Context: an optimization exercise on an open-source flow, tuned for small area, a short achievable clock period and few clock cycles. The choices shown serve that exercise and are no tape-out recipe. Power and IR drop assume default switching activity.

Design tag_value_order_message_parser, start of the top module:
module tag_value_order_message_parser #(
  parameter int unsigned INSTRUMENT_BYTES = 8
) (
  input  logic        clk_i,
  input  logic        rst_ni,
  input  logic        cfg_valid_i,
  input  logic [7:0]  cfg_field_separator_i,
  output logic        cfg_ready_o,
  input  logic        in_valid_i,
  input  logic [7:0]  in_data_byte_i,
  input  logic        in_is_last_i,
  output logic        in_ready_o,
  output logic        out_valid_o,
  input  logic        out_ready_i,
  output logic [6:0]  out_present_mask_o,
  output logic [31:0] out_order_id_o,
  output logic [31:0] out_client_id_o,
  output logic [31:0] out_side_code_o,
  output logic [31:0] out_order_quantity_o,
  output logic [31:0] out_order_kind_o,
  output logic [31:0] out_limit_price_o,
  output logic [63:0] out_instrument_text_o,
  output logic [3:0]  out_instrument_length_o,
  output logic [1:0]  out_status_o
);
Size: ~2,300 cells after synthesis, about 290 I/O pins, about 0.021 mm² of cells after synthesis.
clock: 6.0 ns
lec_check: 0
cap_margin: 20
core_margin: 2
core_utilization: 40
setup_slack_margin: 3.5
slew_margin: 20
tns_end_percent: 5
standard.sh (not shown) runs the stock make flow with config.mk's settings and CLKGATE_MAP_FILE= SYNTH_SCRIPT=/design/flow/synth_recipe.tcl, a recipe that flattens the netlist after the stock synthesis.
==> flow/flow/run.sh <==
#!/bin/bash
# The standard layout, with two changes: the port buffers are buf_2 cells in place of
# the delay buffer buffer_ports picks on its own, and synthesis leaves adders to ABC
# (no full/half adder cells), which gives a faster accumulator. Each tool's output
# goes to standard.log.
set -euo pipefail
export BUFFER_PORTS_ARGS="-buffer_cell sky130_fd_sc_hd__buf_2"
export ADDER_MAP_FILE=
bash standard.sh finish > standard.log 2>&1
Next try:
--- a/flow/design.v
+++ b/flow/design.v
@@ -74,12 +74,13 @@
   logic [7:0]  sep_q;
   logic        in_v_q;
   logic [7:0]  byte_q;
   logic [4:0]  dig_q;
   logic        neg_next;
   logic [4:0]  dig_add;
+  logic [4:0]  dig_m12;
   logic        last_q;
   tvo_pkg::field_t      fld_q;
   tvo_pkg::field_t      base;
   tvo_pkg::field_t      fld_d;
   logic        fresh_q;
   logic        pend_q;
@@ -117,13 +118,13 @@
     end
   end
   always_ff @(posedge clk_i) begin
     if (in_adv) begin
       byte_q <= in_data_byte_i;
       dig_q  <= {dig_add >= 5'd8, dig_add >= 5'd16,
-                 (dig_add >= 5'd16) ? 3'(dig_add - 5'd12) : dig_add[2:0]};
+                 (dig_add >= 5'd16) ? dig_m12[2:0] : dig_add[2:0]};
       last_q <= in_is_last_i;
     end
   end
   assign is_sep   = (byte_q == sep_q);
   assign is_eq    = (byte_q == tvo_pkg::CHAR_EQUALS);
   assign is_digit = (byte_q[7:4] == 4'h3) && (byte_q[3:0] <= 4'd9);
@@ -135,12 +136,13 @@
   assign key_num = (fld_q.key == tvo_pkg::KS_1) || (fld_q.key == tvo_pkg::KS_11) ||
                    (fld_q.key == tvo_pkg::KS_54) || (fld_q.key == tvo_pkg::KS_38) ||
                    (fld_q.key == tvo_pkg::KS_40) || (fld_q.key == tvo_pkg::KS_44);
   assign neg_next = (in_v_q && (byte_q == tvo_pkg::CHAR_MINUS)) ||
                     (!(in_v_q && (byte_q == tvo_pkg::CHAR_PLUS)) && !fresh_q && fld_q.neg);
   assign dig_add  = {1'b0, in_data_byte_i[3:0]} + (neg_next ? 5'd9 : 5'd0);
+  assign dig_m12  = dig_add - 5'd12;
   logic [31:0] csa_a;
   logic [31:0] csa_b;
   logic [31:0] csa_c;
   logic [31:0] csa_d;
   logic [31:0] csa_x1;
   logic [31:0] csa_y1;
After rerunning: Flip-flop and latch count climbs by 2; routed wire length went up by 4.0%; cell area goes up by 4.1%; global-route usage falls by 0.25 points; first-iteration DRC count is higher by 18%; die area came out higher by 1.9%.
Function was not checked in any run of this note: the RTL went through the layout flow alone.


== run B ==
The RTL this note starts from:
==> flow/design.v <==
`timescale 1ns / 1ps
package tvo_pkg;
  localparam logic [7:0] SEP_RESET = 8'h7C;
  localparam logic [7:0] CHAR_EQUALS = 8'h3D;
  localparam logic [7:0] CHAR_SPACE  = 8'h20;
  localparam logic [7:0] CHAR_TAB    = 8'h09;
  localparam logic [7:0] CHAR_CR     = 8'h0D;
  localparam logic [7:0] CHAR_PLUS   = 8'h2B;
  localparam logic [7:0] CHAR_MINUS  = 8'h2D;
  localparam logic [3:0] KS_EMPTY = 4'd0;
  localparam logic [3:0] KS_1     = 4'd1;
  localparam logic [3:0] KS_5     = 4'd2;
  localparam logic [3:0] KS_3     = 4'd3;
  localparam logic [3:0] KS_4     = 4'd4;
  localparam logic [3:0] KS_OTHER = 4'd5;
  localparam logic [3:0] KS_11    = 4'd8;
  localparam logic [3:0] KS_55    = 4'd9;
  localparam logic [3:0] KS_54    = 4'd10;
  localparam logic [3:0] KS_38    = 4'd11;
  localparam logic [3:0] KS_40    = 4'd12;
  localparam logic [3:0] KS_44    = 4'd13;
  localparam logic [1:0] PH_SPACE  = 2'd0;
  localparam logic [1:0] PH_SIGN   = 2'd1;
  localparam logic [1:0] PH_DIGITS = 2'd2;
  localparam logic [1:0] PH_STOP   = 2'd3;
  localparam logic [1:0] STATUS_OK       = 2'd0;
  localparam logic [1:0] STATUS_BAD_NUM  = 2'd1;
  localparam logic [1:0] STATUS_TOO_LONG = 2'd2;
  typedef struct packed {
    logic [1:0]  piece_count;
    logic        last_eq;
    logic [3:0]  key;
    logic [3:0]  val_len;
    logic [1:0]  phase;
    logic        neg;
    logic        num_err;
    logic [63:0] buf_q;
  } field_t;
  localparam field_t FIELD_CLEAR = '0;
endpackage
`timescale 1ns / 1ps
module tag_value_order_message_parser #(
  parameter int unsigned INSTRUMENT_BYTES = 8
) (
  input  logic        clk_i,
  input  logic        rst_ni,
  input  logic        cfg_valid_i,
  input  logic [7:0]  cfg_field_separator_i,
  output logic        cfg_ready_o,
  input  logic        in_valid_i,
  input  logic [7:0]  in_data_byte_i,
  input  logic        in_is_last_i,
  output logic        in_ready_o,
  output logic        out_valid_o,
  input  logic        out_ready_i,
  output logic [6:0]  out_present_mask_o,
  output logic [31:0] out_order_id_o,
  output logic [31:0] out_client_id_o,
  output logic [31:0] out_side_code_o,
  output logic [31:0] out_order_quantity_o,
  output logic [31:0] out_order_kind_o,
  output logic [31:0] out_limit_price_o,
  output logic [63:0] out_instrument_text_o,
  output logic [3:0]  out_instrument_length_o,
  output logic [1:0]  out_status_o
);
  logic [7:0]  sep_q;
  logic        in_v_q;
  logic [7:0]  byte_q;
  logic        last_q;
  tvo_pkg::field_t      fld_q;
  tvo_pkg::field_t      base;
  tvo_pkg::field_t      fld_d;
  logic        fresh_q;
  logic        pend_q;
  logic        emit_q;
  logic        advance;
  logic        is_sep;
  logic        is_eq;
  logic        is_digit;
  logic        is_space;
  logic        key_55;
  logic        key_num;
  logic [4:0]  digit_add;
  logic [31:0] acc_next;
  logic        acc_ovf;
  assign cfg_ready_o = 1'b1;
  always_ff @(posedge clk_i or negedge rst_ni) begin
    if (!rst_ni) begin
      sep_q <= tvo_pkg::SEP_RESET;
    end else if (cfg_valid_i) begin
      sep_q <= cfg_field_separator_i;
    end
  end
  logic out_v_q;
  logic clr_q;
  assign advance    = !(pend_q && (out_v_q || clr_q));
  assign in_ready_o = advance;
  always_ff @(posedge clk_i or negedge rst_ni) begin
    if (!rst_ni) begin
      in_v_q <= 1'b0;
    end else if (advance) begin
      in_v_q <= in_valid_i;
    end
  end
  always_ff @(posedge clk_i) begin
    if (advance) begin
      byte_q <= in_data_byte_i;
      last_q <= in_is_last_i;
    end
  end
  assign is_sep   = (byte_q == sep_q);
  assign is_eq    = (byte_q == tvo_pkg::CHAR_EQUALS);
  assign is_digit = (byte_q[7:4] == 4'h3) && (byte_q[3:0] <= 4'd9);
  assign is_space = (byte_q == tvo_pkg::CHAR_SPACE) || ((byte_q >= tvo_pkg::CHAR_TAB) && (byte_q <= tvo_pkg::CHAR_CR));
  assign base = fresh_q ? tvo_pkg::FIELD_CLEAR : fld_q;
  logic in_value;
  assign in_value = !fresh_q && (fld_q.piece_count == 2'd1) && !is_eq;
  assign key_55  = (fld_q.key == tvo_pkg::KS_55);
  assign key_num = (fld_q.key == tvo_pkg::KS_1) || (fld_q.key == tvo_pkg::KS_11) ||
                   (fld_q.key == tvo_pkg::KS_54) || (fld_q.key == tvo_pkg::KS_38) ||
                   (fld_q.key == tvo_pkg::KS_40) || (fld_q.key == tvo_pkg::KS_44);
  assign digit_add = {1'b0, byte_q[3:0]} + (fld_q.neg ? 5'd9 : 5'd0);
  assign acc_next  = {fld_q.buf_q[28:0], 3'b000} + {fld_q.buf_q[30:0], 1'b0} + {27'd0, digit_add};
  assign acc_ovf   = !fld_q.buf_q[31] &&
                     ((fld_q.buf_q[30:0] > 31'd214748364) ||
                      ((fld_q.buf_q[30:0] == 31'd214748364) && (digit_add >= 5'd8)) ||
                      ((fld_q.buf_q[30:0] == 31'd214748363) && (digit_add == 5'd18)));
  always_comb begin
    fld_d = base;
    fld_d.buf_q = fresh_q ? 64'd0 : fld_q.buf_q;
    if (is_eq) begin
      if (base.piece_count != 2'd3) begin
        fld_d.piece_count = base.piece_count + 2'd1;
      end
      fld_d.last_eq = 1'b1;
    end else begin
      fld_d.last_eq = 1'b0;
      if (base.piece_count == 2'd0) begin
        unique case (base.key)
          tvo_pkg::KS_EMPTY: begin
            unique case (byte_q)
              8'h31:   fld_d.key = tvo_pkg::KS_1;
              8'h35:   fld_d.key = tvo_pkg::KS_5;
              8'h33:   fld_d.key = tvo_pkg::KS_3;
              8'h34:   fld_d.key = tvo_pkg::KS_4;
              default: fld_d.key = tvo_pkg::KS_OTHER;
            endcase
          end
          tvo_pkg::KS_1:    fld_d.key = (byte_q == 8'h31) ? tvo_pkg::KS_11 : tvo_pkg::KS_OTHER;
          tvo_pkg::KS_5:    fld_d.key = (byte_q == 8'h35) ? tvo_pkg::KS_55 :
                               (byte_q == 8'h34) ? tvo_pkg::KS_54 : tvo_pkg::KS_OTHER;
          tvo_pkg::KS_3:    fld_d.key = (byte_q == 8'h38) ? tvo_pkg::KS_38 : tvo_pkg::KS_OTHER;
          tvo_pkg::KS_4:    fld_d.key = (byte_q == 8'h30) ? tvo_pkg::KS_40 :
                               (byte_q == 8'h34) ? tvo_pkg::KS_44 : tvo_pkg::KS_OTHER;
          default: fld_d.key = tvo_pkg::KS_OTHER;
        endcase
      end
    end
    if (in_value) begin
      if (fld_q.val_len != 4'd15) begin
        fld_d.val_len = fld_q.val_len + 4'd1;
      end
      if (key_55) begin
        for (int i = 0; i < INSTRUMENT_BYTES; i++) begin
          if (fld_q.val_len == 4'(i)) begin
            fld_d.buf_q[i*8 +: 8] = byte_q;
          end
        end
      end
      if (key_num && (fld_q.phase != tvo_pkg::PH_STOP)) begin
        if (is_digit) begin
          if (acc_ovf) begin
            fld_d.num_err = 1'b1;
            fld_d.phase   = tvo_pkg::PH_STOP;
          end else begin
            fld_d.buf_q[31:0] = acc_next;
            fld_d.phase       = tvo_pkg::PH_DIGITS;
          end
        end else if ((fld_q.phase == tvo_pkg::PH_SPACE) && is_space) begin
          fld_d.phase = tvo_pkg::PH_SPACE;
        end else if ((fld_q.phase == tvo_pkg::PH_SPACE) &&
                     ((byte_q == tvo_pkg::CHAR_PLUS) || (byte_q == tvo_pkg::CHAR_MINUS))) begin
          fld_d.neg         = (byte_q == tvo_pkg::CHAR_MINUS);
          fld_d.buf_q[31:0] = (byte_q == tvo_pkg::CHAR_MINUS) ? 32'hFFFF_FFFF : 32'd0;
          fld_d.phase       = tvo_pkg::PH_SIGN;
        end else begin
          if (fld_q.phase != tvo_pkg::PH_DIGITS) begin
            fld_d.num_err = 1'b1;
          end
          fld_d.phase = tvo_pkg::PH_STOP;
        end
      end
    end
  end
  always_ff @(posedge clk_i) begin
    if (advance && in_v_q) begin
      fld_q  <= is_sep ? base : fld_d;
      emit_q <= last_q;
    end
  end
  always_ff @(posedge clk_i or negedge rst_ni) begin
    if (!rst_ni) begin
      fresh_q <= 1'b1;
      pend_q  <= 1'b0;
    end else if (advance) begin
      if (in_v_q) begin
        fresh_q <= is_sep || last_q;
        pend_q  <= is_sep || last_q;
      end else begin
        pend_q  <= 1'b0;
      end
    end
  end
  logic        close;
  logic        take;
  logic        hasval;
  logic        taken;
  logic        num_bad;
  logic        wr_instr;
  logic        err_long;
  logic [5:0]  wr_num;
  logic        err_num;
  logic [31:0] num_val;
  logic [5:0][31:0] vals_q;
  logic [63:0] instr_q;
  logic [3:0]  ilen_q;
  logic [6:0]  mask_q;
  logic [1:0]  status_q;
  logic [6:0]  mask_set;
  assign close = pend_q && !out_v_q && !clr_q;
  assign take  = out_v_q && out_ready_i;
  assign hasval  = (fld_q.val_len != 4'd0);
  assign taken   = hasval && (((fld_q.piece_count == 2'd1) && !fld_q.last_eq) ||
                              ((fld_q.piece_count == 2'd2) && fld_q.last_eq));
  assign num_bad = fld_q.num_err || (fld_q.phase == tvo_pkg::PH_SPACE) || (fld_q.phase == tvo_pkg::PH_SIGN);
  assign num_val = fld_q.buf_q[31:0] ^ {32{fld_q.neg}};
  logic [5:0] key_slot;
  assign key_slot = {fld_q.key == tvo_pkg::KS_44, fld_q.key == tvo_pkg::KS_40, fld_q.key == tvo_pkg::KS_38,
                     fld_q.key == tvo_pkg::KS_54, fld_q.key == tvo_pkg::KS_1,  fld_q.key == tvo_pkg::KS_11};
  assign wr_instr = close && taken && (fld_q.key == tvo_pkg::KS_55) &&
                    (fld_q.val_len <= 4'(INSTRUMENT_BYTES));
  assign err_long = close && taken && (fld_q.key == tvo_pkg::KS_55) &&
                    (fld_q.val_len > 4'(INSTRUMENT_BYTES));
  assign wr_num   = (close && taken && !num_bad) ? key_slot : 6'd0;
  assign err_num  = close && taken && num_bad && (key_slot != 6'd0);
  assign mask_set = {wr_num[5], wr_num[4], wr_num[3], wr_num[2], wr_instr, wr_num[1], wr_num[0]};
  always_ff @(posedge clk_i or negedge rst_ni) begin
    if (!rst_ni) begin
      clr_q   <= 1'b1;
      out_v_q <= 1'b0;
    end else begin
      clr_q <= take;
      if (take) begin
        out_v_q <= 1'b0;
      end else if (close && emit_q) begin
        out_v_q <= 1'b1;
      end
    end
  end
  always_ff @(posedge clk_i) begin
    if (clr_q) begin
      mask_q   <= '0;
      status_q <= tvo_pkg::STATUS_OK;
    end else begin
      mask_q <= mask_q | mask_set;
      if (status_q == tvo_pkg::STATUS_OK) begin
        if (err_num) begin
          status_q <= tvo_pkg::STATUS_BAD_NUM;
        end else if (err_long) begin
          status_q <= tvo_pkg::STATUS_TOO_LONG;
        end
      end
    end
  end
  always_ff @(posedge clk_i) begin
    if (clr_q) begin
      instr_q <= '0;
      ilen_q  <= '0;
    end else if (wr_instr) begin
      instr_q <= fld_q.buf_q;
      ilen_q  <= fld_q.val_len;
    end
  end
  for (genvar s = 0; s < 6; s++) begin : g_slot
    always_ff @(posedge clk_i) begin
      if (clr_q) begin
        vals_q[s] <= '0;
      end else if (wr_num[s]) begin
        vals_q[s] <= num_val;
      end
    end
  end
  assign out_valid_o             = out_v_q;
  assign out_present_mask_o      = mask_q;
  assign out_order_id_o          = vals_q[0];
  assign out_client_id_o         = vals_q[1];
  assign out_side_code_o         = vals_q[2];
  assign out_order_quantity_o    = vals_q[3];
  assign out_order_kind_o        = vals_q[4];
  assign out_limit_price_o       = vals_q[5];
  assign out_instrument_text_o   = instr_q;
  assign out_instrument_length_o = ilen_q;
  assign out_status_o            = status_q;
endmodule
Settings: LEC_CHECK=0, CAP_MARGIN=20, CORE_MARGIN=2, CORE_UTILIZATION=40, SETUP_SLACK_MARGIN=3.5, SLEW_MARGIN=20; clock period 6.0 ns.
run.sh (not shown) runs the stock make flow with config.mk's settings and CLKGATE_MAP_FILE= SYNTH_SCRIPT=/design/flow/synth_recipe.tcl, a recipe that flattens the netlist after the stock synthesis.
Stock flow here: none of the scripts above is used.
Here is what was changed in the inputs of run R compared with run B.
--- a/flow/design.v
+++ b/flow/design.v
@@ -65,10 +65,12 @@
   output logic [1:0]  out_status_o
 );
   logic [7:0]  sep_q;
   logic        in_v_q;
   logic [7:0]  byte_q;
+  logic [4:0]  dig_q;
+  logic        neg_next;
   logic        last_q;
   tvo_pkg::field_t      fld_q;
   tvo_pkg::field_t      base;
   tvo_pkg::field_t      fld_d;
   logic        fresh_q;
@@ -104,10 +106,11 @@
     end
   end
   always_ff @(posedge clk_i) begin
     if (advance) begin
       byte_q <= in_data_byte_i;
+      dig_q  <= {1'b0, in_data_byte_i[3:0]} + (neg_next ? 5'd9 : 5'd0);
       last_q <= in_is_last_i;
     end
   end
   assign is_sep   = (byte_q == sep_q);
   assign is_eq    = (byte_q == tvo_pkg::CHAR_EQUALS);
@@ -118,12 +121,24 @@
   assign in_value = !fresh_q && (fld_q.piece_count == 2'd1) && !is_eq;
   assign key_55  = (fld_q.key == tvo_pkg::KS_55);
   assign key_num = (fld_q.key == tvo_pkg::KS_1) || (fld_q.key == tvo_pkg::KS_11) ||
                    (fld_q.key == tvo_pkg::KS_54) || (fld_q.key == tvo_pkg::KS_38) ||
                    (fld_q.key == tvo_pkg::KS_40) || (fld_q.key == tvo_pkg::KS_44);
-  assign digit_add = {1'b0, byte_q[3:0]} + (fld_q.neg ? 5'd9 : 5'd0);
-  assign acc_next  = {fld_q.buf_q[28:0], 3'b000} + {fld_q.buf_q[30:0], 1'b0} + {27'd0, digit_add};
+  assign neg_next = in_v_q ? fld_d.neg : fld_q.neg;
+  logic [31:0] acc_x;
+  logic [31:0] acc_y;
+  logic [31:0] acc_z;
+  logic [31:0] acc_s;
+  logic [31:0] acc_k;
+  assign digit_add = dig_q;
+  assign acc_x     = {fld_q.buf_q[28:0], 3'b000};
+  assign acc_y     = {fld_q.buf_q[30:0], 1'b0};
+  assign acc_z     = {27'd0, digit_add};
+  assign acc_s     = acc_x ^ acc_y ^ acc_z;
+  assign acc_k     = {(acc_x[30:0] & acc_y[30:0]) | (acc_x[30:0] & acc_z[30:0]) |
+                      (acc_y[30:0] & acc_z[30:0]), 1'b0};
+  assign acc_next  = acc_s + acc_k;
   assign acc_ovf   = !fld_q.buf_q[31] &&
                      ((fld_q.buf_q[30:0] > 31'd214748364) ||
                       ((fld_q.buf_q[30:0] == 31'd214748364) && (digit_add >= 5'd8)) ||
                       ((fld_q.buf_q[30:0] == 31'd214748363) && (digit_add == 5'd18)));
   always_comb begin
@@ -168,16 +183,16 @@
           end
         end
       end
       if (key_num && (fld_q.phase != tvo_pkg::PH_STOP)) begin
         if (is_digit) begin
+          fld_d.buf_q[31:0] = acc_next;
           if (acc_ovf) begin
             fld_d.num_err = 1'b1;
             fld_d.phase   = tvo_pkg::PH_STOP;
           end else begin
-            fld_d.buf_q[31:0] = acc_next;
-            fld_d.phase       = tvo_pkg::PH_DIGITS;
+            fld_d.phase   = tvo_pkg::PH_DIGITS;
           end
         end else if ((fld_q.phase == tvo_pkg::PH_SPACE) && is_space) begin
           fld_d.phase = tvo_pkg::PH_SPACE;
         end else if ((fld_q.phase == tvo_pkg::PH_SPACE) &&
                      ((byte_q == tvo_pkg::CHAR_PLUS) || (byte_q == tvo_pkg::CHAR_MINUS))) begin
==> comparison <==
- | fraction of synthesized area in multiplexers | run B vs run R | ≈ equal |
- From run B to run R the numbers moved as follows: sequential share of layout area decreased 0.33 points, overall global routing resource usage increased 1.2 points, clock buffer instance count of the final layout decreased 3, flip-flop and latch count after synthesis increased 5, wire length reported by the detailed router increased about 4%.
- Across run R and run B, the outcome is the same: a clean finish for every run.
- From run B to run R the numbers moved as follows: post-synth net total now sits lower; internal power consumption now sits higher; sum of buffers and inverters on the critical path now sits lower.
- Sort run R and run B by number of vias after detailed routing, ascending, and run B comes first.
- The final critical delay including setup and external delays of run R falls short of that of run B by 440 ps.
- Part of the total power dissipated in the clock network ended up 0.9 points higher on run R than on run B.
Function was not checked in any run of this note: the RTL went through the layout flow alone.

==> port drivers added, routing unchanged <==
In the flow no input, the clock included, has a driving cell. The finished layouts below were timed again as built, in two steps. Step 1 assumes that a clkbuf_16 drives the clock port and a buf_2 every other input. Step 2 moves the port delays by t, midway between the first and last clock arrival at a register: inputs arrive t later, outputs are due t later. That takes back most of the time a late clock gives input paths. Three values: ideal ports, drivers, drivers and shift; two values: the first two.
| run | t, ns | slack for setup (ns) | worst setup path at the end | worst slew at a driven data input, ns |
|---|---|---|---|---|
| the first run of note 1 | 0.655 | 2.942 / 2.942 / 2.942 | register to register | 0.05 |
| the second run of note 1 | 0.652 | 3.326 / 3.326 / 3.326 | register to register | 0.06 |
| run B | 0.615 | 2.136 / 2.136 / 2.136 | register to register | 0.06 |
| run R | 0.637 | 2.572 / 2.572 / 2.572 | register to register | 0.03 |
After both steps setup and hold are still met in every run listed.
